Source: an optimization exercise on an open RTL-to-GDS flow (aim: a short achievable clock period and few clock cycles). Production flows keep margins and buffers that such runs may drop. Function was checked by simulation only, so behaviour that the tests miss may differ from the original. The flow treats the clock pin as an ideal source, which a real chip does not have. Power and IR drop assume default switching activity.

// processor
module processor (
    input  logic        clock,
    input  logic        reset,
    output logic [31:0] address_imem,
    input  logic [31:0] q_imem,
    output logic [31:0] address_dmem,
    output logic [31:0] data,
    output logic        wren,
    input  logic [31:0] q_dmem
);
    logic [31:0] pc, ras;
    logic        fd_valid, fd_pred_taken;
    logic        fd_uses_rs, fd_uses_b, fd_use_imm, fd_writes;
    logic [4:0]  fd_b, fd_dest;
    logic [31:0] fd_ir, fd_pc, fd_pc1, fd_pc2, fd_ras, fd_btgt, fd_btgt1;
    logic        fd_c17, fd_c17_1, fd_far;
    logic        dx_valid;
    logic        dx_add, dx_sub, dx_and, dx_or, dx_sll, dx_sra, dx_addi, dx_mem;
    logic        dx_lw, dx_sw, dx_bne, dx_blt, dx_bex, dx_jr, dx_const_op, dx_we;
    logic [3:0]  k_eq, k_ge;
    logic [2:0]  k_ne, k_lt;
    logic [1:0]  k_z, k_jr;
    logic        dx_sumop, dx_other;
    logic [31:0] dx_a, dx_opb, dx_b, dx_const, dx_alt, dx_alt1, dx_ras, dx_pc, dx_pc1;
    logic        dx_dep;
    logic [4:0]  dx_dest;
    logic [3:0]  dx_sh0, dx_sh1;
    logic        dx_sh4;
    logic [1:0]  dx_code;
    logic        fa_m, fo_mp, fo_mn, fo_d, fb_m;
    logic        s_dd, s_md, s_dm, s_dmn, s_mm;
    logic        dx_cx;
    logic        xm_we, xm_exc, xm_lw, xm_wren, xm_cx, xm_a31, xm_o31;
    logic [31:0] xm_alu_n, xm_addr;
    logic [4:0]  xm_dest;
    logic [1:0]  xm_code;
    logic [31:0] xm_alu, xm_sd;
    logic        mw_we;
    logic [4:0]  mw_dest;
    logic [31:0] mw_result;
    logic [31:0] regs [1:31];
    logic        stall, redirect, replay, flush, reset_r, kill;
    logic [31:0] redirect_pc, redirect_pc1, kill_pc, kill_pc1;
    logic [4:0]  f_op, f_rd, f_rt, f_b;
    logic [31:0] pc1, ras1, f_btgt, f_btgt1, f_jtgt, f_jtgt1;
    logic        f_is_br, f_is_jd, f_is_jr, f_r;
    assign address_imem = pc;
    assign f_op = q_imem[31:27];
    assign f_rd = q_imem[26:22];
    assign f_rt = q_imem[16:12];
    assign f_r  = f_op == op_rtype;
    assign f_b  = f_r ? f_rt : (f_op == op_bex) ? 5'd30 : f_rd;
    logic [16:0] kg [0:5];
    logic [16:0] kp [0:5];
    logic [16:0] kh [0:5];
  ...
Size: roughly 8,800 cells after synthesis, about 2,000 flip-flops, roughly 160 I/O pins, about 0.10 mm2 of cells after synthesis.
==> flow/config.mk <==
export PLATFORM = sky130hd
export DESIGN_NAME = processor
export DESIGN_NICKNAME = processor
export VERILOG_FILES = /design/flow/design.v
export SDC_FILE = /design/flow/constraint.sdc
export NUM_CORES = 4
export LEC_CHECK = 0
export ABC_CLOCK_PERIOD_IN_PS = 3000
export CAP_MARGIN = 20
export CORE_MARGIN = 2
export CORE_UTILIZATION = 40
export SLEW_MARGIN = 20
export TNS_END_PERCENT = 100
==> flow/constraint.sdc <==
create_clock -name core_clock -period 10.0 [get_ports {clock}]
set_input_delay 2.0000 -clock core_clock [delete_from_list [all_inputs] [get_ports {clock}]]
set_output_delay 2.0000 -clock core_clock [all_outputs]
set_load 0.01 [all_outputs]
standard.sh (not shown) runs the stock make flow with config.mk's settings and CLKGATE_MAP_FILE= SYNTH_SCRIPT=/design/flow/synth_recipe.tcl, a recipe that flattens the netlist after the stock synthesis.
==> flow/flow/run.sh <==
#!/bin/bash
set -euo pipefail
W=$(pwd)
mkdir -p "$W/tmp" "$W/home"
export TMPDIR="$W/tmp" HOME="$W/home"
bash standard.sh SETUP_SLACK_MARGIN=6.5 POST_CTS_TCL="$W/flow/post_cts.tcl" finish > standard_flow.log 2>&1
==> flow/flow/post_cts.tcl <==
# Run after clock tree synthesis (POST_CTS_TCL). The port buffers that
# buffer_ports placed are small delay cells; make each a strong plain buffer,
# then repair timing once more without the footprint limit, and legalize.
foreach inst [get_cells -quiet {input* output*}] {
  if {[get_property $inst ref_name] ne "sky130_fd_sc_hd__buf_8"} {
    replace_cell $inst sky130_fd_sc_hd__buf_8
  }
}
estimate_parasitics -placement
repair_timing -setup_margin $::env(SETUP_SLACK_MARGIN) -repair_tns 100 -verbose
detailed_placement
check_placement -verbose
estimate_parasitics -placement
report_worst_slack
Testbench counts at the start, summed over its fixed seeds: cycles 42,155.
Rerun with:
--- a/flow/design.v
+++ b/flow/design.v
@@ -118,54 +118,53 @@
     assign f_btgt  = {pc1[31:17], f_lo};
     logic f_wrap;
     assign f_wrap  = kh[5][16] && !kg[5][16];
     assign f_btgt1 = {({15{f_wrap}} & f_hi_p) | ({15{!f_wrap}} & pc1[31:17]), f_lo1};
     assign f_jtgt  = {5'd0, q_imem[26:0]};
     assign f_jtgt1 = {5'd0, q_imem[26:0]} + 32'd1;
     assign f_is_jd = f_op == op_j || f_op == op_jal || f_op == op_bex;
     assign f_is_br = f_op == op_bne || (f_op == op_blt && q_imem[16]);
     assign f_is_jr = f_op == op_jr;
     logic        s_red, s_fix, s_hold, s_norm, s_seq, far_fix;
     logic [31:0] pc_d, pc1_d, pc1_inc;
     logic s_kill;
-    assign s_kill = !reset && kill;
-    assign s_red  = !reset && !kill && replay;
-    assign s_fix  = !reset && !flush && far_fix;
-    assign s_hold = !reset && !flush && stall;
-    assign s_norm = !reset && !flush && !stall && !far_fix;
+    assign s_kill = kill;
+    assign s_red  = !kill && replay;
+    assign s_fix  = !flush && far_fix;
+    assign s_hold = !flush && stall;
+    assign s_norm = !flush && !stall && !far_fix;
     assign s_seq  = s_norm && !f_is_br && !f_is_jd && !f_is_jr;
     assign pc1_inc = pc1 + 32'd1;
     logic [31:0] pc_nr, pc1_nr;
-    assign pc_d  = pc_nr;
-    assign pc1_d = pc1_nr;
+    assign pc_d  = reset ? 32'd0 : pc_nr;
+    assign pc1_d = reset ? 32'd1 : pc1_nr;
     logic        s_br;
     logic [31:0] pc_ot, pc1_ot;
     assign s_br   = s_norm && f_is_br;
     assign pc_nr  = s_br ? f_btgt : pc_ot;
     assign pc1_nr = s_br ? f_btgt1 : pc1_ot;
     assign pc_ot = ({32{s_kill}} & kill_pc) |
                   ({32{s_red}} & dx_pc) |
                   ({32{s_fix}} & fd_pc1) |
                   ({32{s_hold}} & pc) |
                   ({32{s_norm && f_is_jd}} & f_jtgt) |
                   ({32{s_norm && f_is_jr}} & ras) |
                   ({32{s_seq}} & pc1);
     assign pc1_ot = ({32{s_kill}} & kill_pc1) |
                    ({32{s_red}} & dx_pc1) |
                    ({32{s_fix}} & fd_pc2) |
                    ({32{s_hold}} & pc1) |
                    ({32{s_norm && f_is_jd}} & f_jtgt1) |
                    ({32{s_norm && f_is_jr}} & ras1) |
-                   ({32{s_seq}} & pc1_inc) |
-                   {31'd0, reset};
+                   ({32{s_seq}} & pc1_inc);
     always_ff @(posedge clock) begin
         pc  <= pc_d;
         pc1 <= pc1_d;
         if (reset) begin
             ras  <= '0;
             ras1 <= 32'd1;
         end else if (f_op == op_jal) begin
             ras  <= pc1;
             ras1 <= pc1_inc;
         end
         if (reset || flush || far_fix)
             fd_valid <= 1'b0;
What happened:
- combinational power came out lower by 5.6%
- count of clock-buffer cells in the layout drops by 6
- worst setup slack degrades by 0.20 ns
- design area fell by 0.49%
- global-route usage came out lower by 0.79 points
- clock skew rises by 0.014 ns
- die area is about the same
- power drops by 4.2%
- final cell count is higher by 0.98%
- via count stays flat
- non-clock buffer count goes down by 34
- sequential power is about the same
- utilization drops by 0.27 points
- first-iteration DRC count is lower by 17%
Testbench counts after the change, summed over its fixed seeds: cycles 42,155.


== P ==
processor, a different RTL version from the one above (not shown whole).
For scale: roughly 160 I/O pins, about 110000 µm² of cells after synthesis.
Settings: LEC_CHECK=0, ABC_CLOCK_PERIOD_IN_PS=3000, CAP_MARGIN=20, CORE_MARGIN=2, CORE_UTILIZATION=40, SLEW_MARGIN=20, TNS_END_PERCENT=100; clock period 10.0 ns.
Scripts as last shown in full above: flow/flow/run.sh, flow/flow/post_cts.tcl
Testbench counts of P, summed over its fixed seeds: cycles 42,155.
### P -> Q
--- a/flow/design.v
+++ b/flow/design.v
@@ -49,13 +49,13 @@
 );
     logic [31:0] pc, ras;
     logic        fd_valid, fd_pred_taken;
     logic        fd_uses_rs, fd_uses_b, fd_use_imm, fd_writes;
     logic [4:0]  fd_b, fd_dest;
     logic [31:0] fd_ir, fd_pc, fd_pc1, fd_pc2, fd_ras, fd_btgt, fd_btgt1;
-    logic        fd_c17, fd_c17_1;
+    logic        fd_c17, fd_c17_1, fd_far;
     logic        dx_valid;
     logic        dx_add, dx_sub, dx_and, dx_or, dx_sll, dx_sra, dx_addi, dx_mem;
     logic        dx_lw, dx_sw, dx_bne, dx_blt, dx_bex, dx_jr, dx_const_op, dx_we;
     logic [3:0]  k_eq, k_ge;
     logic [2:0]  k_ne, k_lt;
     logic [1:0]  k_z, k_jr;
@@ -176,12 +176,13 @@
             fd_pc         <= pc;
             fd_pc1        <= pc1;
             fd_pc2        <= pc1_inc;
             fd_btgt       <= f_btgt;
             fd_btgt1      <= f_btgt1;
             fd_c17        <= kg[5][16];
+            fd_far        <= f_is_br && (q_imem[16] != kg[5][16]);
             fd_c17_1      <= kh[5][16];
             fd_ras        <= ras;
             fd_pred_taken <= f_is_br || f_is_jd || f_is_jr;
             fd_uses_rs    <= f_r || f_op == op_addi || f_op == op_sw || f_op == op_lw ||
                              f_op == op_bne || f_op == op_blt;
             fd_uses_b     <= f_r || f_op == op_sw || f_op == op_bne || f_op == op_blt ||
@@ -219,23 +220,21 @@
                                 ((fd_uses_rs && d_rs == dx_dest) || (fd_uses_b && fd_b == dx_dest)) ||
                                 xm_exc && (d_rs == 5'd30 || d_rs == xm_dest ||
                                            fd_b == 5'd30 || fd_b == xm_dest));
     assign d_go = fd_valid && !stall && !flush;
     logic [14:0] d_hi_p, d_hi_m, d_thi, d_thi1;
     logic [31:0] d_tgt, d_tgt1;
-    logic        d_cond, d_far, d_pred;
+    logic        d_pred;
     assign d_hi_p = fd_pc1[31:17] + 15'd1;
     assign d_hi_m = fd_pc1[31:17] - 15'd1;
     assign d_thi  = (fd_ir[16] == fd_c17) ? fd_pc1[31:17] : fd_c17 ? d_hi_p : d_hi_m;
     assign d_thi1 = (fd_ir[16] == fd_c17_1) ? fd_pc1[31:17] : fd_c17_1 ? d_hi_p : d_hi_m;
     assign d_tgt  = {d_thi, fd_btgt[16:0]};
     assign d_tgt1 = {d_thi1, fd_btgt1[16:0]};
-    assign d_cond = d_op == op_bne || d_op == op_blt;
-    assign d_far  = fd_ir[16] != fd_c17;
-    assign d_pred  = fd_pred_taken && !(d_cond && d_far);
-    assign far_fix = fd_valid && fd_pred_taken && d_cond && d_far && !stall && !flush;
+    assign d_pred  = fd_pred_taken && !fd_far;
+    assign far_fix = fd_valid && fd_far && !stall && !flush;
     assign xm_we_act   = xm_we || xm_exc;
     assign xm_dest_act = xm_exc ? 5'd30 : xm_dest;
     logic dx_fwd_m, dx_fwd_x;
     assign dx_fwd_m = dx_valid && dx_we && !dx_lw;
     assign dx_fwd_x = dx_valid && (dx_add || dx_sub || dx_addi);
     logic a_m, a_x, o_m, b_m, b_x;
Results
Q: done, clean on timing, DRC and antenna. Re switching portion of total power: Q is 0.49 points down on P. Compared with P, in Q worst hold slack grew by 0.027 ns, total standard cell area after synthesis held steady, count of non-CTS inverters in the layout decreased 2. [Q vs P] combinational group share of total power: lower in Q. Comparing Q with P, the share of the final layout cell area in sequential cells came out essentially unchanged.
Testbench counts of Q, summed over its fixed seeds: cycles 42,155.

[re-timing with driven ports]
The flow's constraints put no driver on any port. The routed layouts listed below were extracted and timed again, unchanged, in two steps. Step 1 sets driving cells, clkbuf_16 on the clock port and buf_2 on the other inputs (assumed; they add their load-dependent delay and slew). Step 2 times the ports against the registers' clock, not the clock port: input delays grow and output delays shrink by t, the midpoint of the rising clock arrivals with the driver on. Three values: no drivers, after step 1, after step 2; two values: the first two.
run | shift t [ns] | setup WS [ns] | worst hold slack (ns) | clock arrival spread, ns | worst register clock-pin slew, ns
the first run of note 1 | 1.008 | 6.347 / 6.347 / 5.529 | 0.319 / 0.319 / 0.319 | 0.090 / 0.090 | 0.08 / 0.08
the second run of note 1 | 0.977 | 6.146 / 6.183 / 5.206 | 0.294 / 0.294 / 0.294 | 0.105 / 0.106 | 0.07 / 0.07
P | 0.975 | 6.345 / 6.345 / 5.475 | 0.280 / 0.280 / 0.280 | 0.086 / 0.086 | 0.08 / 0.08
Q | 0.969 | 6.377 / 6.377 / 5.645 | 0.307 / 0.307 / 0.307 | 0.082 / 0.082 | 0.08 / 0.08
After both steps setup and hold are still met in every run listed. For the second run of note 1, which loses most, drivers alone change the setup slack by +0.037 ns; drivers and shift together by -0.940 ns.
